Background: an optimization exercise with open tools, aiming at small area, a short achievable clock period and few clock cycles per item. Do not read the settings as production practice.
No run shown here included a check of the RTL's function; only the layout flow was run.
Power is estimated from default activity; no workload was simulated.

--- design/flow/design.v ---
`default_nettype none
package lane_runner_pkg;
  localparam logic [1:0] CELL_ROAD  = 2'd0;
  localparam logic [1:0] CELL_LOW   = 2'd1;
  localparam logic [1:0] CELL_HIGH  = 2'd2;
  localparam logic [1:0] CELL_TRAIN = 2'd3;
  localparam logic [1:0] ACT_FWD   = 2'd0;
  localparam logic [1:0] ACT_RIGHT = 2'd1;
  localparam logic [1:0] ACT_LEFT  = 2'd2;
  localparam logic [1:0] ACT_JUMP  = 2'd3;
  typedef enum logic [2:0] {
    ST_IDLE  = 3'd0,
    ST_LOAD  = 3'd1,
    ST_SOLVE = 3'd2,
    ST_EMIT  = 3'd3,
    ST_FAIL  = 3'd4
  } state_t;
  function automatic logic [1:0] walk_action(input int rank);
    case (rank)
      0:       walk_action = ACT_FWD;
      1:       walk_action = ACT_JUMP;
      2:       walk_action = ACT_RIGHT;
      default: walk_action = ACT_LEFT;
    endcase
  endfunction
endpackage
`default_nettype wire
`default_nettype none
module lane_step_rule
(
  input  wire logic [1:0] src_cell,
  input  wire logic [1:0] dst_cell,
  input  wire logic [1:0] action,
  input  wire logic       dst_in_range,
  output logic            legal
);
  logic w_change;
  always_comb begin
    w_change = (action == lane_runner_pkg::ACT_RIGHT) || (action == lane_runner_pkg::ACT_LEFT);
    legal = dst_in_range
         && (dst_cell != lane_runner_pkg::CELL_TRAIN)
         && !(w_change && ((dst_cell == lane_runner_pkg::CELL_LOW) || (dst_cell == lane_runner_pkg::CELL_HIGH)))
         && !((action == lane_runner_pkg::ACT_FWD) && (dst_cell == lane_runner_pkg::CELL_LOW))
         && !((action == lane_runner_pkg::ACT_JUMP) && (dst_cell == lane_runner_pkg::CELL_HIGH))
         && !((action == lane_runner_pkg::ACT_JUMP) && (src_cell == lane_runner_pkg::CELL_LOW));
  end
endmodule
`default_nettype wire
`default_nettype none
module lane_runner_solver
#(
  parameter int LANES = 4,
  parameter int COLS  = 64,
  parameter int LW    = $clog2(LANES)
) (
  input  wire logic             clk,
  input  wire logic             rst,
  input  wire logic             in_valid,
  input  wire logic [LW-1:0]    init,
  input  wire logic [2*LANES-1:0] in_map,
  output wire logic             out_valid,
  output wire logic [1:0]       out,
  output wire logic [LW-1:0]    lane_out,
  output wire logic             no_path
);
  localparam int CW = $clog2(COLS);
  localparam int PL = COLS - 3;
  localparam int PW = 2 * PL;
  logic          load_q;       
  logic          emit_q;       
  logic [CW-1:0] cnt_q;
  logic [LW-1:0] init_q;
  logic [LANES-1:0]            low_q;     
  logic [LANES-1:0]            reach_q;   
  logic [LANES-1:0][LANES-1:0] ord_q;     
  logic [LANES-1:0][2:0]       sel_q;     
  logic [LANES-1:0][PW-1:0]    path_q;
  logic [LANES-1:0]            esel_q;    
  logic                 out_valid_q;
  logic [1:0]           out_q;
  logic [LW-1:0]        lane_out_q;
  logic                 no_path_q;
  logic w_take0, w_take, w_last;
  assign w_take0 = in_valid && !load_q && !emit_q;
  assign w_take  = in_valid && load_q;
  assign w_last  = w_take && (cnt_q == CW'(COLS - 1));
  logic [LANES-1:0] w_road, w_low, w_stl;
  for (genvar l = 0; l < LANES; l++) begin : g_dec
    assign w_road[l] = (in_map[2*l +: 2] == lane_runner_pkg::CELL_ROAD);
    assign w_low[l]  = (in_map[2*l +: 2] == lane_runner_pkg::CELL_LOW);
    assign w_stl[l]  = (in_map[2*l +: 2] != lane_runner_pkg::CELL_TRAIN) && !(w_low[l] && low_q[l]);
  end
  logic [LANES-1:0][LANES-1:0] w_bef;     
  logic [LANES-1:0][2:0]       w_cand;    
  logic [LANES-1:0][2:0]       w_win;
  logic [LANES-1:0][2:0]       w_sel;
  logic [LANES-1:0]            w_reach;
  logic [LANES-1:0][LANES-1:0] w_ord;
  logic [LANES-1:0]            w_hc;      
  logic [LANES-1:0]            w_best;    
  logic [LANES-1:0]            w_end;     
  logic [LANES-1:0][1:0]       w_top;     
  logic [LANES-1:0][LW-1:0]    w_top_lane;
  for (genvar i = 0; i < LANES; i++) begin : g_bef_i
    for (genvar j = 0; j < LANES; j++) begin : g_bef_j
      if (i < j) begin : g_lt
        assign w_bef[i][j] = ord_q[i][j];
      end else if (i > j) begin : g_gt
        assign w_bef[i][j] = !ord_q[j][i];
      end else begin : g_eq
        assign w_bef[i][j] = 1'b0;
      end
    end
  end
  for (genvar d = 0; d < LANES; d++) begin : g_lane
    if (d > 0) begin : g_r
      assign w_cand[d][0] = reach_q[d-1] && w_road[d];
    end else begin : g_nr
      assign w_cand[d][0] = 1'b0;
    end
    assign w_cand[d][1] = reach_q[d] && w_stl[d];
    if (d < LANES - 1) begin : g_l
      assign w_cand[d][2] = reach_q[d+1] && w_road[d];
    end else begin : g_nl
      assign w_cand[d][2] = 1'b0;
    end
    for (genvar k = 0; k < 3; k++) begin : g_k
      logic [2:0] w_beats;
      for (genvar k2 = 0; k2 < 3; k2++) begin : g_k2
        if (k2 != k && d - 1 + k >= 0 && d - 1 + k < LANES && d - 1 + k2 >= 0 && d - 1 + k2 < LANES) begin : g_cmp
          assign w_beats[k2] = !w_cand[d][k2] || w_bef[d-1+k][d-1+k2];
        end else begin : g_nocmp
          assign w_beats[k2] = 1'b1;
        end
      end
      assign w_win[d][k] = w_cand[d][k] && (&w_beats);
    end
    assign w_reach[d] = |w_cand[d];
    assign w_sel[d][0] = w_win[d][0];
    assign w_sel[d][2] = w_win[d][2];
    assign w_sel[d][1] = !w_win[d][0] && !w_win[d][2];
    for (genvar d2 = 0; d2 < LANES; d2++) begin : g_ord
      if (d2 > d) begin : g_pair
        logic [8:0] w_term;
        for (genvar k1 = 0; k1 < 3; k1++) begin : g_k1
          for (genvar k2 = 0; k2 < 3; k2++) begin : g_k2
            if (d - 1 + k1 < 0 || d - 1 + k1 >= LANES || d2 - 1 + k2 < 0 || d2 - 1 + k2 >= LANES) begin : g_none
              assign w_term[3*k1+k2] = 1'b0;
            end else if (d - 1 + k1 == d2 - 1 + k2) begin : g_same
              assign w_term[3*k1+k2] = (k1 == 1) && w_win[d][k1] && w_win[d2][k2];
            end else begin : g_diff
              assign w_term[3*k1+k2] = w_win[d][k1] && w_win[d2][k2] && w_bef[d-1+k1][d2-1+k2];
            end
          end
        end
        assign w_ord[d][d2] = |w_term;
      end else begin : g_nopair
        assign w_ord[d][d2] = 1'b0;
      end
    end
    logic w_rt, w_lt;
    if (d < LANES - 1) begin : g_rt
      assign w_rt = w_road[d+1];
    end else begin : g_nrt
      assign w_rt = 1'b0;
    end
    if (d > 0) begin : g_lt
      assign w_lt = w_road[d-1];
    end else begin : g_nlt
      assign w_lt = 1'b0;
    end
    assign w_hc[d] = reach_q[d] && (w_stl[d] || w_rt || w_lt);
    logic [LANES-1:0] w_first_beats;
    for (genvar t = 0; t < LANES; t++) begin : g_best
      if (t != d) begin : g_cmp
        assign w_first_beats[t] = !w_hc[t] || w_bef[d][t];
      end else begin : g_self
        assign w_first_beats[t] = 1'b1;
      end
    end
    assign w_best[d] = w_hc[d] && (&w_first_beats);
  end
  for (genvar d = 0; d < LANES; d++) begin : g_end
    logic w_from_r, w_from_l;
    if (d > 0) begin : g_fr
      assign w_from_r = w_best[d-1] && !w_stl[d-1] && w_road[d];
    end else begin : g_nfr
      assign w_from_r = 1'b0;
    end
    if (d < LANES - 1) begin : g_fl
      assign w_from_l = w_best[d+1] && !w_stl[d+1] && !g_lane[d+1].w_rt && w_road[d];
    end else begin : g_nfl
      assign w_from_l = 1'b0;
    end
    assign w_end[d] = (w_best[d] && w_stl[d]) || w_from_r || w_from_l;
  end
  for (genvar d = 0; d < LANES; d++) begin : g_path
    localparam int DL = (d > 0) ? d - 1 : d;
    localparam int DR = (d < LANES - 1) ? d + 1 : d;
    logic [PW-1:0] w_next;
    assign w_next[1] = (sel_q[d][1] && low_q[d]) || sel_q[d][2];
    assign w_next[0] = (sel_q[d][1] && low_q[d]) || sel_q[d][0];
    for (genvar p = 1; p < PL; p++) begin : g_pos
      for (genvar b = 0; b < 2; b++) begin : g_bit
        assign w_next[2*p+b] = !((sel_q[d][0] && path_q[DL][2*(p-1)+b]) ||
                                 (sel_q[d][1] && path_q[d][2*(p-1)+b]) ||
                                 (sel_q[d][2] && path_q[DR][2*(p-1)+b]));
      end
    end
    for (genvar b = 0; b < 2; b++) begin : g_top
      assign w_top[d][b] = (sel_q[d][0] && path_q[DL][PW-2+b]) ||
                           (sel_q[d][1] && path_q[d][PW-2+b]) ||
                           (sel_q[d][2] && path_q[DR][PW-2+b]);
    end
    assign w_top_lane[d] = (w_top[d] == lane_runner_pkg::ACT_RIGHT) ? init_q + LW'(1) :
                           (w_top[d] == lane_runner_pkg::ACT_LEFT)  ? init_q - LW'(1) : init_q;
    always_ff @(posedge clk) path_q[d] <= w_next;
  end
  logic [LANES-1:0][1:0]    w_emit_l, w_first_l;
  logic [LANES-1:0][LW-1:0] w_lane1_l;
  logic [1:0]    w_emit_act, w_first;
  logic [LW-1:0] w_emit_lane, w_lane1;
  for (genvar l = 0; l < LANES; l++) begin : g_emit
    assign w_emit_l[l]  = esel_q[l] ? w_top[l] : 2'b00;
    assign w_first_l[l] = w_best[l] ? w_top[l] : 2'b00;
    assign w_lane1_l[l] = w_best[l] ? w_top_lane[l] : LW'(0);
  end
  always_comb begin
    w_emit_act = '0;
    w_first    = '0;
    w_lane1    = '0;
    for (int l = 0; l < LANES; l++) begin
      w_emit_act = w_emit_act | w_emit_l[l];
      w_first    = w_first | w_first_l[l];
      w_lane1    = w_lane1 | w_lane1_l[l];
    end
  end
  assign w_emit_lane = (w_emit_act == lane_runner_pkg::ACT_RIGHT) ? lane_out_q + LW'(1) :
                       (w_emit_act == lane_runner_pkg::ACT_LEFT)  ? lane_out_q - LW'(1) : lane_out_q;
  always_ff @(posedge clk or posedge rst) begin
    if (rst) begin
      load_q      <= 1'b0;
      emit_q      <= 1'b0;
      cnt_q       <= '0;
      out_valid_q <= 1'b0;
      no_path_q   <= 1'b0;
    end else begin
      out_valid_q <= 1'b0;
      no_path_q   <= 1'b0;
      if (w_take0) begin
        load_q <= 1'b1;
        cnt_q  <= CW'(1);
      end else if (load_q) begin
        cnt_q <= cnt_q + CW'(1);
        if (!in_valid) begin
          load_q <= 1'b0;            
        end else if (w_last) begin
          load_q      <= 1'b0;
          out_valid_q <= |w_hc;
          no_path_q   <= !(|w_hc);
          emit_q      <= |w_hc;
          cnt_q       <= CW'(1);
        end
      end else if (emit_q) begin
        out_valid_q <= 1'b1;
        cnt_q       <= cnt_q + CW'(1);
        if (cnt_q == CW'(COLS - 2)) emit_q <= 1'b0;
      end
    end
  end
  always_ff @(posedge clk) begin
    low_q <= w_low;
    if (w_take0) init_q <= init;
    if (w_take0)               reach_q <= (LANES'(1) << init) & w_road;
    else if (w_take && !w_last) reach_q <= w_reach;
    else                       reach_q <= '0;
    if (w_take0) ord_q <= '0;
    else         ord_q <= w_ord;
    sel_q <= w_sel;
    if (w_last) begin
      esel_q     <= w_end;
      out_q      <= w_first;
      lane_out_q <= w_lane1;
    end else begin
      out_q      <= w_emit_act;
      lane_out_q <= w_emit_lane;
    end
  end
  assign out_valid = out_valid_q;
  assign out       = out_q;
  assign lane_out  = lane_out_q;
  assign no_path   = no_path_q;
endmodule
`default_nettype wire
--- design/flow/run.sh ---
#!/bin/bash
# synth_recipe.tcl (not shown) runs the flow's synth.tcl, then flattens the netlist and writes it again
# the make line also repeats each setting of config.mk as NAME=value (left out here)
make -C /OpenROAD-flow-scripts/flow DESIGN_CONFIG=/design/flow/config.mk WORK_HOME=/design/flow/orfs CLKGATE_MAP_FILE= SYNTH_SCRIPT=/design/flow/synth_recipe.tcl finish
--- design/flow/config.mk ---
export PLATFORM = sky130hd
export DESIGN_NAME = lane_runner_solver
export DESIGN_NICKNAME = lane_runner_solver
export VERILOG_FILES = /design/flow/design.v
export SDC_FILE = /design/flow/constraint.sdc
export NUM_CORES = 4
export LEC_CHECK = 0
export CAP_MARGIN = 20
export CORE_MARGIN = 2
export CORE_UTILIZATION = 40
export SETUP_SLACK_MARGIN = 3.1
export SLEW_MARGIN = 20
--- design/flow/constraint.sdc ---
create_clock -name core_clock -period 5.5 [get_ports {clk}]
set_input_delay 1.1000 -clock core_clock [delete_from_list [all_inputs] [get_ports {clk}]]
set_output_delay 1.1000 -clock core_clock [all_outputs]
set_load 0.01 [all_outputs]
==> out/metrics.yaml, run 1 <==
core_um2: 41900
synth_fp_nets: 1406
worst_skew_pair.late_latency_ps: 580
timing.final.crit_period_ps: 2330
vdd_ir_drop_max_mv: 0.315
grt_first_pass_wirelength_mm: 66.2
routed_wirelength_mm: 40.4
cts.root.buffer_cell: "clkbuf_16"
leakagePower_nw: 7.48
final_max_slew_viol_count: 0
crit_type: "reg -> reg"
critical_path.n_buffers_inverters: 0
maximum_number_of_pins_on_one_net_before_global_route_repair: 95
slowest_stage: "a222oi_1"
gpl.final_weighted_congestion: 0.876
achievable-frequency_ghz: 0.428
final_common_cell: "dfxtp_1"
worst-slew-pin-transition_ps: 1070
number_of_drc_violations_after_detailed_routing: 0
antenna_violating_nets_post_route: 0
setup_viol_count_final: 0
first_global_vias: 12700
synth_area_um2: 17000
cell_by_cell_trace_of_the_critical_path: "a222oi_1, nand3b_1, o21ai_1, xnor2_1, o22ai_1, a2bb2oi_1"
max_cap_viol_count: 0
cp_slowest_stage_delay_ps: 740
category_of_the_worst_setup_path_capture_point: "flip-flop"
final.period_utilization_pct: 42.4
critical_path.top_delay_family: "compound AO/OA/AOI/OAI gates"
commonest_non_fill_non_tap_cells_in_the_layout: "dfxtp_1, a22oi_1, a222oi_1"
drive_gt1_share_pct: 10.0
globalRouteTotalUtil_pct: 18.0
diodes: 0
placementRows: 75
die_width_um: 210
numCtsBuffers: 51
report.final.hold_viol_count: 0
boundaryPins: 19
timing.critical_path.arrival_ps: 2660
syn-mean-instance-area_um2: 12.2
worstPathRequired_ps: 5820
cp-start-kind: "flip-flop"
cellPowerDensity_nw_per_um2: 487
fin_tns_setup_ps: 0
drt_first_iter_violations: 1921
detailed_place_hpwl_mm: 19.6
ys_ff_latch: 532
dr.pass1.iters: 11
grt_setup_unrepaired: "yes"
syn-instance-count: 1391
ys_async_sr_fraction_pct: 1.88
yosys_warnings: 1
tritoncts_clock_tree: "built"
finalClockSkew_ps: 19.9
timing.hold.worst.class: "reg -> reg"
cts_max_level: 2
final_critical_path_setup_slack_ps: 3170
synth_enable_flop_cells: 8
nets: 1355
synth.distinct_cells: 58
cts_sinks: 532
synth_top_flop_cell: "dfxtp_1"
vias_per_cell: 6.46
route.detailed.wl_per_inst_um: 21.0
area_growth_pct: 13.9
worst_setup_hold_path_clk_slew_ps: 60
initial_core_util_pct: 40.5
i_o_buffers: 18
design.die.area_um2: 44100
dpl_worst_slack_ps: 2200
antenna_found_initial: 0
global_route.overflow_total: 0
outcome: "complete, no violations"
critical_path.max_fanout: 39
relSlewSlack_pct: 28.5
seq_area_frac_synth_pct: 63.5
detailroute.via_count: 12400
clock_path_buffers: 3
die_h_um: 210
registers in the layout (all words and copies together) (netlist names), 2 cells and up:
name        count
path_q        488
sel_q          10
cnt_q           6
ord_q           6
esel_q          4
low_q           4
reach_q         4
init_q          2
lane_out_q      2
out_q           2
path summary, 6_finish.rpt:
| kind | endpoint | slack [ps] | from | depth (start not counted) |
|---|---|---|---|---|
| max | lane_out_q[1]$_DFFE_PP_ | 3170 | sel_q[8]$_DFF_P_ | 6 |
| min | path_q[374]$_DFF_P_ | 430 | path_q[372]$_DFF_P_ | 1 |
| max reg2reg | lane_out_q[1]$_DFFE_PP_ | 3170 | sel_q[8]$_DFF_P_ | 6 |
| min reg2reg | path_q[374]$_DFF_P_ | 430 | path_q[372]$_DFF_P_ | 1 |
| max in group asynchronous | cnt_q[3]$_DFFE_PP0P_ | 4430 | rst | 2 |
| min in group asynchronous | emit_q$_DFFE_PP0P_ | 800 | rst | 2 |
synth_stat cells (9+ instances only):
cell      instances  share of area, %
dfxtp_1         514                61
a22oi_1         249                11
a222oi_1        244                14
clkbuf_1        134               3.0
nor2_1           24              0.53
nand2_1          21              0.46
a21oi_1          14              0.41
nand3_1          14              0.41
o21ai_0          13              0.38
buf_1            10              0.22
dfrtp_1          10               1.5
inv_1            10              0.22
o22ai_1           9              0.33
routing by layer:
metal | up-vias | track usage [%] | part of all wire [%]
li1 | 5674 | - | -
met1 | 6204 | 23.4 | 44
met2 | 429 | 30.7 | 48
met3 | 75 | 2.94 | 6.0
met4 | 0 | 5.50 | 1.9
met5 | - | 0 | 0
final cells by class:
cell class | instances | area (µm²)
clock buffers | 78 | 1550
clock inverters | 14 | 164
fillers | 3731 | 22600
inverters | 14 | 52.6
multi-input cells | 699 | 5720
flip-flops and latches | 532 | 10800
well taps | 539 | 674
repair buffers | 42 | 365
power by group:
group          switching, mW  internal, mW  total, mW  leakage, nW
clock network           1.47          2.05       3.52        0.841
registers              0.509          4.62       5.13         4.51
logic                  0.292         0.480      0.771         2.14
per-stage QoR:
step	std cells	total power [mW]	hold slack, ps	utilization, %	cell area [µm²]
2_1_floorplan	1391	5.68	414	-	17000
3_5_place_dp	1812	5.95	425	41.5	17400
3_3_place_gp	1812	5.94	420	41.5	17400
6_report	1918	9.42	429	46.1	19300
5_1_grt	1918	9.85	443	46.1	19300
4_1_cts	1914	9.48	431	46.0	19300
cells by family (layout without fill, tap and decap cells):
kind of cell | after synthesis | after routing | share of synthesized area [%]
AOI/OAI and AO/OA | 583 | 583 | 29.1
DFF | 532 | 532 | 63.5
buffers and inverters | 160 | 148 | 3.59
and+or+nand+nor | 99 | 99 | 2.93
xor gates and xnor gates | 13 | 13 | 0.670
adders and majority gates | 2 | 2 | 0.147
muxes | 2 | 2 | 0.125
worst register-to-register path: stages, from the launching register on:
cell       delay [ps]
dfxtp_4           550
a222oi_1          740
nand3b_1          200
o21ai_1            90
xnor2_1           240
o22ai_1           120
a2bb2oi_1         150
repair_timing:
action                                 4_1_cts  5_1_grt
pin swaps                                    4        3
hold buffers                                 0        0
gates cloned                                 0        0
buffers inserted                            10        4
gates resized for setup                     27        3
endpoints found under the hold margin        0        0
setup endpoints to repair                   22        7
==> inputs of run 2 (changes only) <==
--- a/design/flow/config.mk
+++ b/design/flow/config.mk
@@ -9,4 +9,4 @@
 export CORE_MARGIN = 2
 export CORE_UTILIZATION = 40
-export SETUP_SLACK_MARGIN = 3.1
+export SETUP_SLACK_MARGIN = 3.4
 export SLEW_MARGIN = 20
==> run 2 against run 1 <==
Net effect:
- largest power group unchanged
- global-route usage rose by 0.93 points
- die area unchanged
- still clean
- critical path type is now reg -> out
- first-iteration DRC count up 8.1%
==> out/metrics.yaml, run 2 <==
report.final.hold_viol_count: 0
p_sw_share_pct: 24.1
route.detailed.wl_per_inst_um: 22.8
global_route.overflow_total: 0
p_total_mw: 9.49
maximum_number_of_pins_on_one_net_before_global_route_repair: 88
area_growth_pct: 17.0
reg2reg_from: "sel_q[3]$_DFF_P_"
largest_registers: "path_q (488), sel_q (10)"
syn-instance-count: 1391
critical_path.max_fanout: 2
grt_setup_unrepaired: "yes"
multi_input_area_um2: 5820
category_of_the_worst_setup_path_capture_point: "output port"
top_register: "path_q"
timing.hold.worst.class: "reg -> reg"
timing.final.crit_period_ps: 2230
cp_slowest_stage_delay_ps: 400
globalRouteTotalUtil_pct: 18.9
design.die.area_um2: 44100
holdPathEnd: "path_q[414]$_DFF_P_"
relSlewSlack_pct: 28.3
worst_skew_pair.late_latency_ps: 580
leakagePower_nw: 7.74
synth_area_um2: 17000
cellPowerDensity_nw_per_um2: 478
seq_area_frac_synth_pct: 63.5
dpl_worst_slack_ps: 2210
grt_first_pass_wirelength_mm: 68.7
core_um2: 41900
numCtsBuffers: 53
cts_sinks: 532
i_o_buffers: 18
placementRows: 75
switching_power_mw: 2.29
p_clk_share_pct: 37.4
synth_top_flop_cell: "dfxtp_1"
power.combinational.fraction_pct: 8.6
routed_wirelength_mm: 44.4
gpl.final_weighted_congestion: 0.864
commonest_non_fill_non_tap_cells_in_the_layout: "dfxtp_1, a22oi_1, a222oi_1"
final.period_utilization_pct: 40.5
antenna_found_initial: 0
post-place-cells: 1812
critical_path.top_delay_family: "flip-flops"
first_global_vias: 13000
initial_core_util_pct: 40.5
power.internal_mw: 7.20
number_of_drc_violations_after_detailed_routing: 0
clock_path_buffers: 3
max_reg_flops: 488
dr.pass1.iters: 12
worstPathRequired_ps: 4400
worst_setup_hold_path_clk_slew_ps: 60
yosys_warnings: 1
synth_enable_flop_cells: 8
hp-start: "path_q[412]$_DFF_P_"
cp-start-kind: "flip-flop"
boundaryPins: 19
fin_tns_setup_ps: 0
nets: 1386
drt_first_iter_violations: 2076
slowest_stage: "edfxtp_1"
hold_path_depth: 1
cell_by_cell_trace_of_the_critical_path: "buf_2"
synth.most_common_cell: "dfxtp_1"
final_core_utilization_pct: 47.4
final_cells: 1950
vias_per_cell: 6.50
worst-r2r-setup-slack_ps: 3440
final_common_cell: "dfxtp_1"
die_h_um: 210
tritoncts_clock_tree: "built"
setup_viol_count_final: 0
r2r_end: "lane_out_q[1]$_DFFE_PP_"
detailed_place_hpwl_mm: 19.3
die_width_um: 210
cts_max_level: 2
synth.distinct_cells: 58
cts_hold_buf: 0
register_area_um2: 10800
worst-slew-pin-transition_ps: 1080
worstRegToRegCells: 7
vdd_ir_drop_max_mv: 0.275
synth.largest_area_cell: "dfxtp_1"
ys_ff_latch: 532
fillers: 3685
timing.critical_path.arrival_ps: 1130
crit_type: "reg -> out"
max_cap_viol_count: 0
synth.top_cell.area_share_pct: 60.6
ys_top_cells_by_area: "dfxtp_1, a222oi_1, a22oi_1, clkbuf_1, dfrtp_1"
seq_power_share_pct: 54.0
finalClockSkew_ps: 18.8
final_critical_path_setup_slack_ps: 3270
diodes: 0
cts.root.buffer_cell: "clkbuf_16"
detailroute.via_count: 12700
ys_async_sr_fraction_pct: 1.88
outcome: "complete, no violations"
achievable-frequency_ghz: 0.449
syn-mean-instance-area_um2: 12.2
critical_path.n_buffers_inverters: 1
synth_fp_nets: 1406
final_max_slew_viol_count: 0
synthTopCellsByCount: "dfxtp_1, a22oi_1, a222oi_1"
antenna_violating_nets_post_route: 0
drive_gt1_share_pct: 14.1
[run 2: changes by cell type in the layout (fill, tap and decap cells not counted), sizes merged]
cell and delta:
clkinvlp -1, clkinv +7, buf +38, clkdlybuf4s15 -2, bufinv +1, clkbuf +1, dlygate4sd2 -12
[run 2: layer usage]
metal	wire [µm]	GRT usage [%]
met5	0	0
met4	867	5.82
met3	3040	2.80
met2	21300	32.5
met1	19200	24.6
[run 2: cell type report]
type | instances | area share (%)
inverters | 14 | 0.277
flip-flops and latches | 532 | 54.5
clock inverters | 21 | 0.989
multi-input cells | 699 | 29.3
well taps | 539 | 3.39
clock buffers | 74 | 7.68
repair buffers | 71 | 3.92
[run 2: worst max path at each step]
stage | start | slack, ps | endpoint | cells after the start
global route | lane_out_q[1]$_DFFE_PP_ | 3230 | lane_out[1] | 1
detailed placement | in_map[7] | 2210 | lane_out_q[1]$_DFFE_PP_ | 6
floorplan | in_map[3] | 3200 | lane_out_q[1]$_DFFE_PP_ | 5
CTS | lane_out_q[1]$_DFFE_PP_ | 3240 | lane_out[1] | 1
global placement | in_map[6] | 2260 | esel_q[0]$_DFFE_PP_ | 7
finish | lane_out_q[1]$_DFFE_PP_ | 3270 | lane_out[1] | 1
[run 2: through the flow]
stage | instance area, µm² | hold WS, ps
2_1_floorplan | 17200 | 414
3_3_place_gp | 17600 | 420
3_5_place_dp | 17600 | 426
4_1_cts | 19600 | 434
5_1_grt | 19900 | 443
6_report | 19900 | 430
[run 2: cell families after synthesis]
kind of cell | Yosys count | share of synthesized area [%]
mux | 2 | 0.125
compound gates | 583 | 29.1
xor+xnor | 13 | 0.670
flops | 532 | 63.5
simple gates | 99 | 2.93
buf+inv | 160 | 3.59
fa+ha+maj | 2 | 0.147
[run 2: repair_timing]
action,4_1_cts,5_1_grt
buffers inserted,31,12
resized for setup,60,20
setup endpoints to repair,37,128
pin swaps,13,8
[run 2: power by group through the flow]
stage | Combinational, mW | Clock, mW | Sequential, mW
2_1_floorplan | 0.623 | 0 | 5.07
3_3_place_gp | 0.752 | 0 | 5.19
3_5_place_dp | 0.760 | 0 | 5.20
4_1_cts | 0.801 | 3.62 | 5.11
5_1_grt | 0.909 | 3.77 | 5.22
6_report | 0.818 | 3.55 | 5.12
==> inputs of run 3 (changes only) <==
--- a/design/flow/design.v
+++ b/design/flow/design.v
@@ -70,5 +70,5 @@
   logic          emit_q;       
   logic [CW-1:0] cnt_q;
-  logic [LW-1:0] init_q;
+  logic [LW-1:0] lane_q;       
   logic [LANES-1:0]            low_q;     
   logic [LANES-1:0]            reach_q;   
@@ -213,6 +213,6 @@
                            (sel_q[d][2] && path_q[DR][PW-2+b]);
     end
-    assign w_top_lane[d] = (w_top[d] == lane_runner_pkg::ACT_RIGHT) ? init_q + LW'(1) :
-                           (w_top[d] == lane_runner_pkg::ACT_LEFT)  ? init_q - LW'(1) : init_q;
+    assign w_top_lane[d] = (w_top[d] == lane_runner_pkg::ACT_RIGHT) ? lane_q + LW'(1) :
+                           (w_top[d] == lane_runner_pkg::ACT_LEFT)  ? lane_q - LW'(1) : lane_q;
     always_ff @(posedge clk) path_q[d] <= w_next;
   end
@@ -236,6 +236,6 @@
     end
   end
-  assign w_emit_lane = (w_emit_act == lane_runner_pkg::ACT_RIGHT) ? lane_out_q + LW'(1) :
-                       (w_emit_act == lane_runner_pkg::ACT_LEFT)  ? lane_out_q - LW'(1) : lane_out_q;
+  assign w_emit_lane = (w_emit_act == lane_runner_pkg::ACT_RIGHT) ? lane_q + LW'(1) :
+                       (w_emit_act == lane_runner_pkg::ACT_LEFT)  ? lane_q - LW'(1) : lane_q;
   always_ff @(posedge clk or posedge rst) begin
     if (rst) begin
@@ -271,5 +271,4 @@
   always_ff @(posedge clk) begin
     low_q <= w_low;
-    if (w_take0) init_q <= init;
     if (w_take0)               reach_q <= (LANES'(1) << init) & w_road;
     else if (w_take && !w_last) reach_q <= w_reach;
@@ -286,4 +285,7 @@
       lane_out_q <= w_emit_lane;
     end
+    if (w_take0)     lane_q <= init;
+    else if (w_last) lane_q <= w_lane1;
+    else if (emit_q) lane_q <= w_emit_lane;
   end
   assign out_valid = out_valid_q;
==> run 3 against run 2 <==
Net effect:
- highest routed layer is now met5
- first-iteration DRC count rose by 13%
- hold slack worse by 11 ps
- clock power up 6.8%
- setup slack got worse by 92 ps
- wire length up 1.0%
- maximum frequency is 4.0% lower
- die area increased by 0.50%
- design area grew 1.8%
- power down 13%
- sequential share of layout area shrank 1.1 points
- final cell count increased by 2.0%
- synthesized cell count increased by 1.4%
==> out/metrics.yaml, run 3 <==
yosys_warnings: 1
setup_viol_count_final: 0
final_common_cell: "dfxtp_1"
synthTopCellsByCount: "dfxtp_1, a222oi_1, a22oi_1"
worst-slew-pin-transition_ps: 1130
detailed_place.area_um2: 17600
holdPathEnd: "path_q[426]$_DFF_P_"
fin_tns_setup_ps: 0
worst-r2r-setup-slack_ps: 3180
i_o_buffers: 18
placementRows: 75
first_global_vias: 13200
clock_path_buffers: 3
max_cap_viol_count: 0
final.period_utilization_pct: 42.2
route.detailed.wl_per_inst_um: 22.5
design.die.area_um2: 44300
detailed_place_hpwl_mm: 19.7
core_um2: 42000
antenna_found_initial: 1
drt_first_iter_violations: 2345
syn-instance-count: 1411
antenna_violating_nets_post_route: 0
timing.hold.worst.class: "reg -> reg"
critical_path.n_buffers_inverters: 1
worstPathRequired_ps: 5850
final_max_slew_viol_count: 0
cts_sinks: 532
critical_path.max_fanout: 2
commonest_non_fill_non_tap_cells_in_the_layout: "dfxtp_1, a222oi_1, a22oi_1"
grt_busiest_layer: "met2"
r2r_end: "lane_q[1]$_DFFE_PP_"
cell_by_cell_trace_of_the_critical_path: "a222oi_1, buf_4, nor2b_2, or4_1, o22a_1, a211o_1, nand2_1, a31oi_1"
synth_enable_flop_cells: 6
ys_ff_latch: 532
critical_path.top_delay_family: "compound AO/OA/AOI/OAI gates"
category_of_the_worst_setup_path_capture_point: "flip-flop"
use_met1_pct: 26.9
timing.hold.ws_ps: 419
die_width_um: 211
ys_top_cells_by_area: "dfxtp_1, a222oi_1, a22oi_1, clkbuf_1, dfrtp_1"
synth_top_flop_cell: "dfxtp_1"
cp-start-kind: "flip-flop"
numCtsBuffers: 52
grt_first_pass_wirelength_mm: 72.7
max_reg_flops: 488
hp-start: "path_q[424]$_DFF_P_"
tritoncts_clock_tree: "built"
cellPowerDensity_nw_per_um2: 409
outcome: "complete, no violations"
reg2reg_from: "sel_q[3]$_DFF_P_"
report.final.hold_viol_count: 0
detailroute.via_count: 12800
cts_max_level: 2
worst_skew_pair.late_latency_ps: 610
final_critical_path_setup_slack_ps: 3180
area_growth_pct: 18.5
finalClockSkew_ps: 28.1
top_register: "path_q"
final_core_utilization_pct: 48.1
number_of_drc_violations_after_detailed_routing: 0
maximum_number_of_pins_on_one_net_before_global_route_repair: 88
vias_per_cell: 6.42
vdd_ir_drop_max_mv: 0.280
synth.largest_area_cell: "dfxtp_1"
gpl.final_weighted_congestion: 0.849
synth_area_um2: 17100
achievable-frequency_ghz: 0.431
initial_core_util_pct: 40.6
worstRegToRegCells: 8
cp_slowest_stage_delay_ps: 490
drive_gt1_share_pct: 15.9
timing.critical_path.arrival_ps: 2670
synth.top_cell.area_share_pct: 60.5
crit_type: "reg -> reg"
timing.final.crit_period_ps: 2320
relSlewSlack_pct: 24.6
groute.layer.met2.usage_pct: 33.1
cts.root.buffer_cell: "clkbuf_16"
boundaryPins: 19
dr.pass1.iters: 11
synth.most_common_cell: "dfxtp_1"
synth.distinct_cells: 64
hold_path_depth: 1
grt_setup_unrepaired: "yes"
worst_setup_hold_path_clk_slew_ps: 70
dpl_worst_slack_ps: 2050
slowest_stage: "or4_1"
global_route.overflow_total: 0
largest_registers: "path_q (488), sel_q (10)"
nets: 1421
diodes: 0
ys_async_sr_fraction_pct: 1.88
final_area_um2: 20200
synth_fp_nets: 1426
cts_hold_buf: 0
leakagePower_nw: 7.96
groute.layer.met3.usage_pct: 3.65
seq_area_frac_synth_pct: 63.0
syn-mean-instance-area_um2: 12.1
routed_wirelength_mm: 44.8
globalRouteTotalUtil_pct: 20.2
die_h_um: 211
## run 3: cell type report
| cell class | instances | area, µm² |
|---|---|---|
| clock buffers | 64 | 1430 |
| repair buffers | 90 | 937 |
| clock inverters | 34 | 432 |
| fillers | 3739 | 21800 |
| inverters | 16 | 65.1 |
| flip-flops and latches | 532 | 10800 |
| well taps | 539 | 674 |
| multi-input cells | 714 | 5900 |
## run 3: cells by family (layout without fill, tap and decap cells)
family / Yosys count / in the layout / synth area share, %
buf+inv: 165 / 204 / 3.67
mux: 3 / 3 / 0.191
xor+xnor: 13 / 13 / 0.667
simple gates: 111 / 111 / 3.36
compound gates: 585 / 585 / 28.9
fa+ha+maj: 2 / 2 / 0.147
flops: 532 / 532 / 63.0
## run 3: power by group
part	internal, mW	leakage (nW)	switching (mW)
combinational	0.160	2.54	0.128
sequential	4.07	4.51	0.140
clock	2.24	0.914	1.55
total	6.47	7.96	1.82
## run 3: worst register-to-register path, stage by stage (launching register included)
cell,delay [ps]
dfxtp_4,350
a222oi_1,330
buf_4,190
nor2b_2,40
or4_1,490
o22a_1,240
a211o_1,260
nand2_1,80
a31oi_1,80
## run 3: metal layers
| metal | share of wire (%) | wire (µm) |
|---|---|---|
| met5 | 0.022 | 10 |
| met4 | 2.3 | 1020 |
| met3 | 6.3 | 2840 |
| met2 | 47 | 21000 |
| met1 | 45 | 20000 |
## run 3: worst max-delay path by stage
stage,start,to,slack (ps),cells past startpoint
global route,sel_q[3]$_DFF_P_,lane_q[1]$_DFFE_PP_,3100,8
detailed placement,in_map[4],lane_q[1]$_DFFE_PP_,2050,8
global placement,in_map[5],lane_q[1]$_DFFE_PP_,2080,8
floorplan,in_map[5],out_valid_q$_DFF_PP0_,2970,6
finish,sel_q[3]$_DFF_P_,lane_q[1]$_DFFE_PP_,3180,8
CTS,sel_q[3]$_DFF_P_,lane_q[1]$_DFFE_PP_,3240,8
## run 3: what timing repair did
item,in CTS,in global routing
endpoints found under the setup margin,31,49
buffers inserted,57,5
gates resized for setup,92,12
pin swaps,16,18
gates cloned,0,0
## run 3: per-stage QoR
| stage | instances | power (mW) |
|---|---|---|
| floorplan | 1411 | 4.46 |
| global placement | 1829 | 4.55 |
| detailed placement | 1829 | 4.55 |
| CTS | 1984 | 8.35 |
| global route | 1989 | 8.58 |
| finish | 1989 | 8.28 |
==> inputs of run 4 (changes only) <==
--- a/design/flow/config.mk
+++ b/design/flow/config.mk
@@ -9,4 +9,6 @@
 export CORE_MARGIN = 2
 export CORE_UTILIZATION = 40
+export CTS_BUF_LIST = sky130_fd_sc_hd__clkbuf_8
+export CTS_CLUSTER_SIZE = 24
 export SETUP_SLACK_MARGIN = 3.4
 export SLEW_MARGIN = 20
==> run 4 against run 3 <==
Net effect:
- hold slack worse by 2.4 ps
- via count up 2.4%
- clock power down 14%
- critical path type unchanged
- largest power group unchanged
==> out/metrics.yaml, run 4 <==
leakagePower_nw: 8.00
synth_enable_flop_cells: 6
timing.final.crit_period_ps: 2380
vdd_ir_drop_max_mv: 0.159
ys_async_sr_fraction_pct: 1.88
report.final.hold_viol_count: 0
critical_path.n_buffers_inverters: 1
grt_first_pass_wirelength_mm: 74.1
number_of_drc_violations_after_detailed_routing: 0
detailed_place_hpwl_mm: 19.7
dr.pass1.iters: 11
antenna_found_initial: 2
final_max_slew_viol_count: 0
met1_length_mm: 19.9
final_common_cell: "dfxtp_1"
clock_path_buffers: 3
boundaryPins: 19
achievable-frequency_ghz: 0.420
top_register: "path_q"
detailroute.via_count: 13100
worst-r2r-setup-slack_ps: 3120
timing.critical_path.arrival_ps: 2750
crit_type: "reg -> reg"
die_width_um: 211
tritoncts_clock_tree: "built"
hold_path_depth: 1
ys_ff_latch: 532
numCtsBuffers: 83
commonest_non_fill_non_tap_cells_in_the_layout: "dfxtp_1, a222oi_1, a22oi_1"
synth_top_flop_cell: "dfxtp_1"
i_o_buffers: 18
worst-slew-pin-transition_ps: 975
cp-start-kind: "flip-flop"
synth_area_um2: 17100
synth.distinct_cells: 64
hp-start: "path_q[435]$_DFF_P_"
cp_slowest_stage_delay_ps: 480
post-place-cells: 1829
area_growth_pct: 17.4
met3RoutedLength_mm: 3.30
design.die.area_um2: 44300
cellPowerDensity_nw_per_um2: 387
detailed_place.area_um2: 17600
cts_sinks: 532
placementRows: 75
seq_area_frac_synth_pct: 63.0
route.detailed.wl_per_inst_um: 22.5
total_length_of_routed_met2_wires_mm: 21.7
yosys_warnings: 1
die_h_um: 211
synth.top_cell.area_share_pct: 60.5
syn-mean-instance-area_um2: 12.1
holdPathEnd: "path_q[437]$_DFF_P_"
grt_setup_unrepaired: "yes"
final_critical_path_setup_slack_ps: 3120
max_cap_viol_count: 0
final_area_um2: 20000
cts_max_level: 3
gpl.final_weighted_congestion: 0.849
worstRegToRegCells: 8
worst_setup_hold_path_clk_slew_ps: 60
fillers: 3802
r2r_end: "lane_q[1]$_DFFE_PP_"
synth.largest_area_cell: "dfxtp_1"
slowest_stage: "or4_1"
drive_gt1_share_pct: 17.0
initial_core_util_pct: 40.6
maximum_number_of_pins_on_one_net_before_global_route_repair: 88
timing.hold.worst.class: "reg -> reg"
global_route.overflow_total: 0
final_cells: 2036
vias_per_cell: 6.43
first_global_vias: 13500
cell_by_cell_trace_of_the_critical_path: "a222oi_1, buf_4, nor2b_4, or4_1, o22a_1, a211o_1, nand2_1, a31oi_1"
core_um2: 42000
critical_path.max_fanout: 2
reg2reg_from: "sel_q[3]$_DFF_P_"
outcome: "complete, no violations"
globalRouteTotalUtil_pct: 20.7
category_of_the_worst_setup_path_capture_point: "flip-flop"
routed_wirelength_mm: 45.8
fin_tns_setup_ps: 0
final.period_utilization_pct: 43.2
relSlewSlack_pct: 35.0
ys_top_cells_by_area: "dfxtp_1, a222oi_1, a22oi_1, clkbuf_1, dfrtp_1"
cts.root.buffer_cell: "clkbuf_8"
synth.most_common_cell: "dfxtp_1"
largest_registers: "path_q (488), sel_q (10)"
worst_skew_pair.late_latency_ps: 650
setup_viol_count_final: 0
nets: 1452
syn-instance-count: 1411
synthTopCellsByCount: "dfxtp_1, a222oi_1, a22oi_1"
dpl_worst_slack_ps: 2050
timing.hold.ws_ps: 417
top_signal_layer_used: "met5"
max_reg_flops: 488
launching_instance_or_port_of_the_critical_path: "sel_q[3]$_DFF_P_"
critical_path.top_delay_family: "compound AO/OA/AOI/OAI gates"
antenna_violating_nets_post_route: 0
worstPathRequired_ps: 5880
drt_first_iter_violations: 2336
synth_fp_nets: 1426
finalClockSkew_ps: 44.6
## run 4: cell counts after synthesis
Identical to the previous run, type by type.
## run 4: worst max path at each step
stage,cells after the start,end,slack (ps)
final,8,lane_q[1]$_DFFE_PP_,3120
after global routing,8,lane_q[1]$_DFFE_PP_,3070
after CTS,1,out_valid,3210
after detailed placement,8,lane_q[1]$_DFFE_PP_,2050
after global placement,8,lane_q[1]$_DFFE_PP_,2080
after floorplan,6,out_valid_q$_DFF_PP0_,2970
## run 4: cells by family (layout without fill, tap and decap cells)
logic type | after synthesis | count (layout) | synth area share (%)
compound gates | 585 | 585 | 28.9
flops | 532 | 532 | 63.0
fa+ha+maj | 2 | 2 | 0.147
mux | 3 | 3 | 0.191
simple gates | 111 | 111 | 3.36
buf+inv | 165 | 250 | 3.67
xor+xnor | 13 | 13 | 0.667
other cells | 0 | 1 | 0
## run 4: cell type report
cell class	count	area, µm²	area share (%)
flip-flops and latches	532	10800	53.9
multi-input cells	714	5930	29.6
clock buffers	101	1390	6.94
repair buffers	90	931	4.65
well taps	539	674	3.37
clock inverters	43	243	1.21
inverters	16	65.1	0.325
diodes	1	2.50	0.0125
## run 4: worst reg2reg max path, cell delays in order (launching register included)
cell and delay (ps):
dfxtp_4 350, a222oi_1 350, buf_4 200, nor2b_4 40, or4_1 480, o22a_1 250, a211o_1 260, nand2_1 80
a31oi_1 80
## run 4: where the power goes
group	internal [mW]	switching [mW]	leakage, nW
combinational	0.158	0.128	2.54
clock	1.75	1.50	0.953
sequential	4.07	0.141	4.51
## run 4: metal layers
| metal | up-vias | global-route usage [%] |
|---|---|---|
| met5 | - | 0 |
| met2 | 509 | 33.8 |
| met3 | 94 | 4.16 |
| met1 | 6595 | 27.3 |
| met4 | 2 | 7.33 |
| li1 | 5887 | - |
## run 4: what timing repair did
| item | in CTS | in global routing |
|---|---|---|
| buffers inserted | 61 | 1 |
| hold buffers | 0 | 0 |
| pin swaps | 24 | 5 |
| resized for setup | 93 | 17 |
| setup endpoints to repair | 29 | 19 |
| gates cloned | 0 | 0 |
## run 4: per-stage QoR
step | total power, mW | util (%)
3_5_place_dp | 4.55 | 41.8
2_1_floorplan | 4.46 | -
3_3_place_gp | 4.55 | 41.8
4_1_cts | 7.81 | 47.5
5_1_grt | 8.05 | 47.7
6_report | 7.75 | 47.7
==> inputs of run 5 (changes only) <==
--- a/design/flow/config.mk
+++ b/design/flow/config.mk
@@ -9,6 +9,6 @@
 export CORE_MARGIN = 2
 export CORE_UTILIZATION = 40
-export CTS_BUF_LIST = sky130_fd_sc_hd__clkbuf_8
-export CTS_CLUSTER_SIZE = 24
+export CTS_CLUSTER_DIAMETER = 100
+export CTS_CLUSTER_SIZE = 25
 export SETUP_SLACK_MARGIN = 3.4
 export SLEW_MARGIN = 20
==> run 5 against run 4 <==
Net effect:
- still clean
- wire length fell by 2.8%
- maximum frequency rose by 4.6%
- area after synthesis did not move
- first-iteration DRC count is 3.9% higher
- setup slack improved by 100 ps
- critical path depth is the same
- register-to-register slack better by 100 ps
- sequential power hardly changed
- via count is 3.5% lower
- power down 16%
- design area decreased by 4.4%
- sequential share of layout area grew 2.5 points
- critical path type unchanged
- critical endpoint unchanged
==> out/metrics.yaml, run 5 <==
tritoncts_clock_tree: "built"
globalRouteTotalUtil_pct: 19.8
r2r_end: "lane_q[1]$_DFFE_PP_"
cts_sinks: 532
initial_core_util_pct: 40.6
clock_path_buffers: 3
worstRegToRegCells: 8
slowest_stage: "or4_1"
worst_setup_path_endpoint: "lane_q[1]$_DFFE_PP_"
core_um2: 42000
timing.critical_path.arrival_ps: 2590
worstPathRequired_ps: 5810
cell_by_cell_trace_of_the_critical_path: "a222oi_1, buf_4, nor2b_2, or4_1, o22a_1, a211o_1, nand2_1, a31oi_1"
final_critical_path_setup_slack_ps: 3230
first_global_vias: 12700
detailroute.via_count: 12600
synth.largest_area_cell: "dfxtp_1"
dpl_worst_slack_ps: 2050
ys_async_sr_fraction_pct: 1.88
cellPowerDensity_nw_per_um2: 339
area_growth_pct: 12.3
route.detailed.wl_per_inst_um: 23.1
crit_type: "reg -> reg"
routed_wirelength_mm: 44.6
dr.pass1.iters: 11
cp_slowest_stage_delay_ps: 460
synth_top_flop_cell: "dfxtp_1"
top_register: "path_q"
diodes: 0
final_common_cell: "dfxtp_1"
synth.distinct_cells: 64
cts_max_level: 1
worst-slew-pin-transition_ps: 978
synth_enable_flop_cells: 6
design.die.area_um2: 44300
synthTopCellsByCount: "dfxtp_1, a222oi_1, a22oi_1"
fin_tns_setup_ps: 0
gpl.final_weighted_congestion: 0.849
nets: 1400
final_cells: 1927
relSlewSlack_pct: 34.8
boundaryPins: 19
synth_fp_nets: 1426
placementRows: 75
worst_skew_pair.late_latency_ps: 560
achievable-frequency_ghz: 0.440
synth.top_cell.area_share_pct: 60.5
p_total_mw: 6.49
max_cap_viol_count: 0
detailed_place_hpwl_mm: 19.7
grt_first_pass_wirelength_mm: 71.7
global_route.overflow_total: 0
maximum_number_of_pins_on_one_net_before_global_route_repair: 88
ys_ff_latch: 532
vdd_ir_drop_max_mv: 0.233
seq_area_frac_synth_pct: 63.0
cts.root.buffer_cell: "clkbuf_16"
syn-instance-count: 1411
synth_area_um2: 17100
antenna_found_initial: 0
drive_gt1_share_pct: 12.9
grt_setup_unrepaired: "yes"
final_core_utilization_pct: 45.6
die_h_um: 211
commonest_non_fill_non_tap_cells_in_the_layout: "dfxtp_1, a222oi_1, a22oi_1"
worst-r2r-setup-slack_ps: 3230
reg2reg_from: "sel_q[5]$_DFF_P_"
report.final.hold_viol_count: 0
worst_setup_hold_path_clk_slew_ps: 100
drt_first_iter_violations: 2427
leakagePower_nw: 7.41
outcome: "complete, no violations"
timing.final.crit_period_ps: 2270
largest_registers: "path_q (488), sel_q (10)"
i_o_buffers: 18
critical_path.max_fanout: 2
final.period_utilization_pct: 41.4
timing.hold.worst.class: "reg -> reg"
cts_hold_buf: 0
max_reg_flops: 488
finalClockSkew_ps: 13.4
launching_instance_or_port_of_the_critical_path: "sel_q[5]$_DFF_P_"
setup_viol_count_final: 0
cp-start-kind: "flip-flop"
final_max_slew_viol_count: 0
post-place-cells: 1829
number_of_drc_violations_after_detailed_routing: 0
vias_per_cell: 6.56
die_width_um: 211
ys_top_cells_by_area: "dfxtp_1, a222oi_1, a22oi_1, clkbuf_1, dfrtp_1"
yosys_warnings: 1
category_of_the_worst_setup_path_capture_point: "flip-flop"
syn-mean-instance-area_um2: 12.1
synth.most_common_cell: "dfxtp_1"
antenna_violating_nets_post_route: 0
numCtsBuffers: 25
## run 5: metal layers
| layer | track usage (%) | routed length [µm] | vias to the layer above |
|---|---|---|---|
| met4 | 5.54 | 1020 | 0 |
| met5 | 0 | 0 | - |
| met1 | 27.5 | 19800 | 6352 |
| met2 | 32.8 | 20900 | 467 |
| met3 | 2.22 | 2840 | 71 |
| li1 | - | - | 5742 |
## run 5: critical path, delay by kind of cell (launching register included)
family | cells | cell delay (ps)
compound gates | 4 | 900
buf+inv | 1 | 180
flops | 1 | 370
simple gates | 3 | 580
## run 5: worst min path at each step
stage / start / to / slack, ps / cells past startpoint
finish: path_q[435]$_DFF_P_ / path_q[437]$_DFF_P_ / 430 / 1
global route: path_q[450]$_DFF_P_ / path_q[330]$_DFF_P_ / 450 / 1
CTS: path_q[423]$_DFF_P_ / path_q[425]$_DFF_P_ / 430 / 1
detailed placement: path_q[484]$_DFF_P_ / path_q[486]$_DFF_P_ / 420 / 1
global placement: path_q[404]$_DFF_P_ / path_q[406]$_DFF_P_ / 420 / 1
floorplan: path_q[366]$_DFF_P_ / path_q[368]$_DFF_P_ / 410 / 1
## run 5: cells by family after synthesis
| group | share of synthesized area (%) |
|---|---|
| flops | 63.0 |
| fa+ha+maj | 0.147 |
| buf+inv | 3.67 |
| xor+xnor | 0.667 |
| compound gates | 28.9 |
| mux | 0.191 |
| simple gates | 3.36 |
## run 5: cell type report
class,count,area [µm²]
fillers,3850,22900
flip-flops and latches,532,10800
multi-input cells,714,5960
repair buffers,96,1000
well taps,539,674
clock buffers,28,637
inverters,16,65.1
clock inverters,2,22.5
## run 5: metrics by stage
| step | area [µm²] | hold slack (ps) |
|---|---|---|
| 6_report | 19200 | 428 |
| 3_3_place_gp | 17600 | 418 |
| 5_1_grt | 19200 | 452 |
| 4_1_cts | 19000 | 435 |
| 2_1_floorplan | 17200 | 414 |
| 3_5_place_dp | 17600 | 424 |
## run 5: power by group
| part | internal [mW] | switching, mW | leakage, nW |
|---|---|---|---|
| clock network | 0.831 | 1.16 | 0.323 |
| logic | 0.165 | 0.130 | 2.58 |
| registers | 4.06 | 0.140 | 4.51 |
## run 5: what timing repair did
item,in CTS,in global routing
gates resized for setup,98,28
setup endpoints to repair,31,45
pin swaps,20,19
buffers inserted,60,8
==> inputs of run 6 (changes only) <==
--- a/design/flow/design.v
+++ b/design/flow/design.v
@@ -79,4 +79,5 @@
   logic                 out_valid_q;
   logic [1:0]           out_q;
+  logic [1:0]           nxt_q;     
   logic [LW-1:0]        lane_out_q;
   logic                 no_path_q;
@@ -101,4 +102,5 @@
   logic [LANES-1:0]            w_end;     
   logic [LANES-1:0][1:0]       w_top;     
+  logic [LANES-1:0][1:0]       w_top2;    
   logic [LANES-1:0][LW-1:0]    w_top_lane;
   for (genvar i = 0; i < LANES; i++) begin : g_bef_i
@@ -212,4 +214,7 @@
                            (sel_q[d][1] && path_q[d][PW-2+b]) ||
                            (sel_q[d][2] && path_q[DR][PW-2+b]);
+      assign w_top2[d][b] = !((sel_q[d][0] && path_q[DL][PW-4+b]) ||
+                              (sel_q[d][1] && path_q[d][PW-4+b]) ||
+                              (sel_q[d][2] && path_q[DR][PW-4+b]));
     end
     assign w_top_lane[d] = (w_top[d] == lane_runner_pkg::ACT_RIGHT) ? lane_q + LW'(1) :
@@ -217,26 +222,29 @@
     always_ff @(posedge clk) path_q[d] <= w_next;
   end
-  logic [LANES-1:0][1:0]    w_emit_l, w_first_l;
+  logic [LANES-1:0][1:0]    w_emit_l, w_first_l, w_second_l;
   logic [LANES-1:0][LW-1:0] w_lane1_l;
-  logic [1:0]    w_emit_act, w_first;
+  logic [1:0]    w_emit_act, w_first, w_second;
   logic [LW-1:0] w_emit_lane, w_lane1;
   for (genvar l = 0; l < LANES; l++) begin : g_emit
-    assign w_emit_l[l]  = esel_q[l] ? w_top[l] : 2'b00;
-    assign w_first_l[l] = w_best[l] ? w_top[l] : 2'b00;
-    assign w_lane1_l[l] = w_best[l] ? w_top_lane[l] : LW'(0);
+    assign w_emit_l[l]   = esel_q[l] ? w_top2[l] : 2'b00;
+    assign w_first_l[l]  = w_best[l] ? w_top[l] : 2'b00;
+    assign w_second_l[l] = w_best[l] ? w_top2[l] : 2'b00;
+    assign w_lane1_l[l]  = w_best[l] ? w_top_lane[l] : LW'(0);
   end
   always_comb begin
     w_emit_act = '0;
     w_first    = '0;
+    w_second   = '0;
     w_lane1    = '0;
     for (int l = 0; l < LANES; l++) begin
       w_emit_act = w_emit_act | w_emit_l[l];
       w_first    = w_first | w_first_l[l];
+      w_second   = w_second | w_second_l[l];
       w_lane1    = w_lane1 | w_lane1_l[l];
     end
   end
-  assign w_emit_lane = (w_emit_act == lane_runner_pkg::ACT_RIGHT) ? lane_q + LW'(1) :
-                       (w_emit_act == lane_runner_pkg::ACT_LEFT)  ? lane_q - LW'(1) : lane_q;
-  always_ff @(posedge clk or posedge rst) begin
+  assign w_emit_lane = (nxt_q == lane_runner_pkg::ACT_RIGHT) ? lane_q + LW'(1) :
+                       (nxt_q == lane_runner_pkg::ACT_LEFT)  ? lane_q - LW'(1) : lane_q;
+  always_ff @(posedge clk) begin
     if (rst) begin
       load_q      <= 1'b0;
@@ -280,7 +288,9 @@
       esel_q     <= w_end;
       out_q      <= w_first;
+      nxt_q      <= w_second;
       lane_out_q <= w_lane1;
     end else begin
-      out_q      <= w_emit_act;
+      out_q      <= nxt_q;
+      nxt_q      <= w_emit_act;
       lane_out_q <= w_emit_lane;
     end
==> run 6 against run 5 <==
Net effect:
- wire length down 6.9%
- via count down 0.78%
- largest power group unchanged
- critical endpoint is now lane_q[0]$_DFFE_PP_
- register-to-register slack better by 190 ps
- design area down 0.23%
- core utilization down 0.10 points
- combinational power rose to 2.5 times the previous value
- sequential share of layout area up 0.070 points
==> out/metrics.yaml, run 6 <==
core_um2: 42000
worst_setup_hold_path_clk_slew_ps: 100
ys_async_sr_fraction_pct: 0
ys_top_cells_by_area: "dfxtp_1, a222oi_1, a22oi_1, clkbuf_1, edfxtp_1"
globalRouteTotalUtil_pct: 18.1
timing.critical_path.arrival_ps: 2600
grt_setup_unrepaired: "yes"
synth.top_cell.area_share_pct: 61.8
critical_path.max_fanout: 6
largest_registers: "path_q (488), sel_q (10)"
final_max_slew_viol_count: 0
syn-instance-count: 1410
global_route.overflow_total: 0
synth.most_common_cell: "dfxtp_1"
boundaryPins: 19
design.die.area_um2: 44400
seq_area_frac_synth_pct: 62.8
die_h_um: 211
category_of_the_worst_setup_path_capture_point: "flip-flop"
synth_area_um2: 17100
crit_type: "in -> reg"
max_reg_flops: 488
i_o_buffers: 18
dr.pass1.iters: 12
drive_gt1_share_pct: 12.6
timing.hold.ws_ps: 421
synth.largest_area_cell: "dfxtp_1"
cp-start-kind: "primary input"
number_of_drc_violations_after_detailed_routing: 0
top_register: "path_q"
relSlewSlack_pct: 21.6
outcome: "complete, no violations"
initial_core_util_pct: 40.7
gpl.final_weighted_congestion: 0.878
max_cap_viol_count: 0
cellPowerDensity_nw_per_um2: 405
drt_first_iter_violations: 2051
synthTopCellsByCount: "dfxtp_1, a222oi_1, a22oi_1"
numCtsBuffers: 25
route.detailed.wl_per_inst_um: 21.5
first_global_vias: 12400
ys_ff_latch: 534
finalClockSkew_ps: 34.6
timing.hold.worst.class: "reg -> reg"
final_common_cell: "dfxtp_1"
synth.distinct_cells: 61
cts_max_level: 1
routed_wirelength_mm: 41.5
clock_path_buffers: 3
cts_sinks: 534
final.period_utilization_pct: 39.6
die_width_um: 211
detailed_place.area_um2: 17700
setup_viol_count_final: 0
syn-mean-instance-area_um2: 12.1
tritoncts_clock_tree: "built"
synth_enable_flop_cells: 6
maximum_number_of_pins_on_one_net_before_global_route_repair: 92
fin_tns_setup_ps: 0
antenna_found_initial: 0
detailed_place_hpwl_mm: 19.5
worstPathRequired_ps: 5920
report.final.hold_viol_count: 0
vdd_ir_drop_max_mv: 0.257
yosys_warnings: 1
grt_first_pass_wirelength_mm: 66.9
leakagePower_nw: 7.31
synth_fp_nets: 1425
area_growth_pct: 11.8
worst-slew-pin-transition_ps: 1180
nets: 1401
cts.root.buffer_cell: "clkbuf_16"
achievable-frequency_ghz: 0.459
worst-r2r-setup-slack_ps: 3420
detailroute.via_count: 12500
vias_per_cell: 6.49
worst_skew_pair.late_latency_ps: 570
timing.final.crit_period_ps: 2180
synth_top_flop_cell: "dfxtp_1"
diodes: 0
antenna_violating_nets_post_route: 0
final_area_um2: 19100
placementRows: 75
commonest_non_fill_non_tap_cells_in_the_layout: "dfxtp_1, a222oi_1, a22oi_1"
-- run 6: changes by cell type in the layout (fill, tap and decap cells not counted), sizes merged, moves of 5 or more --
cell    change
nor2        +6
dfrtp      -10
o21ai       -7
dfxtp      +12
nand2       -6
nand2b      +5
-- run 6: layer usage --
| metal | up-vias | part of all wire (%) | GRT usage [%] |
|---|---|---|---|
| li1 | 5763 | - | - |
| met1 | 6294 | 44 | 24.2 |
| met2 | 408 | 49 | 31.1 |
| met3 | 69 | 5.3 | 2.14 |
| met4 | 0 | 1.8 | 4.91 |
| met5 | - | 0 | 0 |
-- run 6: cells by family after synthesis --
logic type / share of synthesized area [%]
AOI/OAI and AO/OA: 28.6
adders and majority gates: 0.146
DFF: 62.8
and+or+nand+nor: 3.99
muxes: 0.0658
xor gates and xnor gates: 0.819
buffers and inverters: 3.53
-- run 6: worst max-delay path, stage by stage --
cell and delay, ps:
buf_4 140, o21ai_4 200, buf_4 150, o31a_1 190, o2111ai_4 180, buf_4 200, o21ai_1 160, nor3_2 70
a211oi_1 200
-- run 6: where the power goes --
group          leakage, nW  internal [mW]  switching [mW]
clock network        0.327          0.840            1.16
registers             4.48           4.55           0.451
logic                 2.50          0.465           0.281
-- run 6: worst paths after layout --
kind,startpoint,endpoint,cells after the start
setup / recovery,in_map[3],lane_q[0]$_DFFE_PP_,9
hold / removal,path_q[411]$_DFF_P_,path_q[413]$_DFF_P_,1
setup reg to reg,sel_q[3]$_DFF_P_,lane_q[1]$_DFFE_PP_,7
hold reg to reg,path_q[411]$_DFF_P_,path_q[413]$_DFF_P_,1
-- run 6: cell type report --
class	instances	area, µm²
Multi-Input combinational cell	717	6000
Sequential cell	534	10800
Tap cell	539	674
Fill cell	3843	22900
Timing Repair Buffer	94	918
Clock inverter	2	25.0
Clock buffer	31	648
Inverter	14	56.3
-- run 6: stage by stage --
stage / util [%] / total power [mW] / instances / setup WS [ps]
after global routing: 45.5 / 8.13 / 1931 / 3270
after global placement: 42.0 / 5.75 / 1832 / 2130
after detailed placement: 42.0 / 5.76 / 1832 / 2080
after CTS: 44.8 / 7.78 / 1908 / 3340
after floorplan: - / 5.53 / 1410 / 3070
final: 45.5 / 7.75 / 1931 / 3320
-- run 6: repair_timing --
item	4_1_cts	5_1_grt
hold buffers	0	0
setup buffers	43	23
resized for setup	97	17
endpoints found under the setup margin	38	177
pin swaps	20	12

separate check: timing with driven ports:
The results above use ideal ports. As a check the final layouts listed here were re-extracted and re-timed, cells and wires unchanged.
Step 1 assumes that a clkbuf_16 drives the clock port and a buf_2 every other input.
Step 2 times the ports against the registers' clock, not the clock port: input delays grow and output delays shrink by t, the midpoint of the rising clock arrivals with the driver on.
Three values: ideal, step 1, step 2; two values: the first two.
run | shift t [ns] | setup slack, ns | hold WS [ns] | clock arrival spread, ns | slew at the worst register clock pin (ns)
run 1 | 0.625 | 3.166 / 3.122 / 2.592 | 0.429 / 0.429 / 0.429 | 0.027 / 0.027 | 0.06 / 0.06
run 2 | 0.617 | 3.271 / 3.222 / 2.853 | 0.430 / 0.430 / 0.430 | 0.021 / 0.021 | 0.06 / 0.06
run 3 | 0.652 | 3.178 / 3.178 / 2.666 | 0.419 / 0.419 / 0.419 | 0.028 / 0.028 | 0.07 / 0.07
run 4 | 0.682 | 3.121 / 3.121 / 2.678 | 0.417 / 0.417 / 0.417 | 0.048 / 0.047 | 0.07 / 0.07
run 5 | 0.606 | 3.225 / 3.225 / 2.687 | 0.428 / 0.428 / 0.428 | 0.016 / 0.016 | 0.10 / 0.10
run 6 | 0.612 | 3.323 / 3.318 / 2.736 | 0.421 / 0.421 / 0.421 | 0.042 / 0.042 | 0.10 / 0.10
After both steps every run listed still meets setup and hold. The setup slack of run 6, which loses most, moves by -0.005 ns with the drivers and by -0.587 ns with both steps.
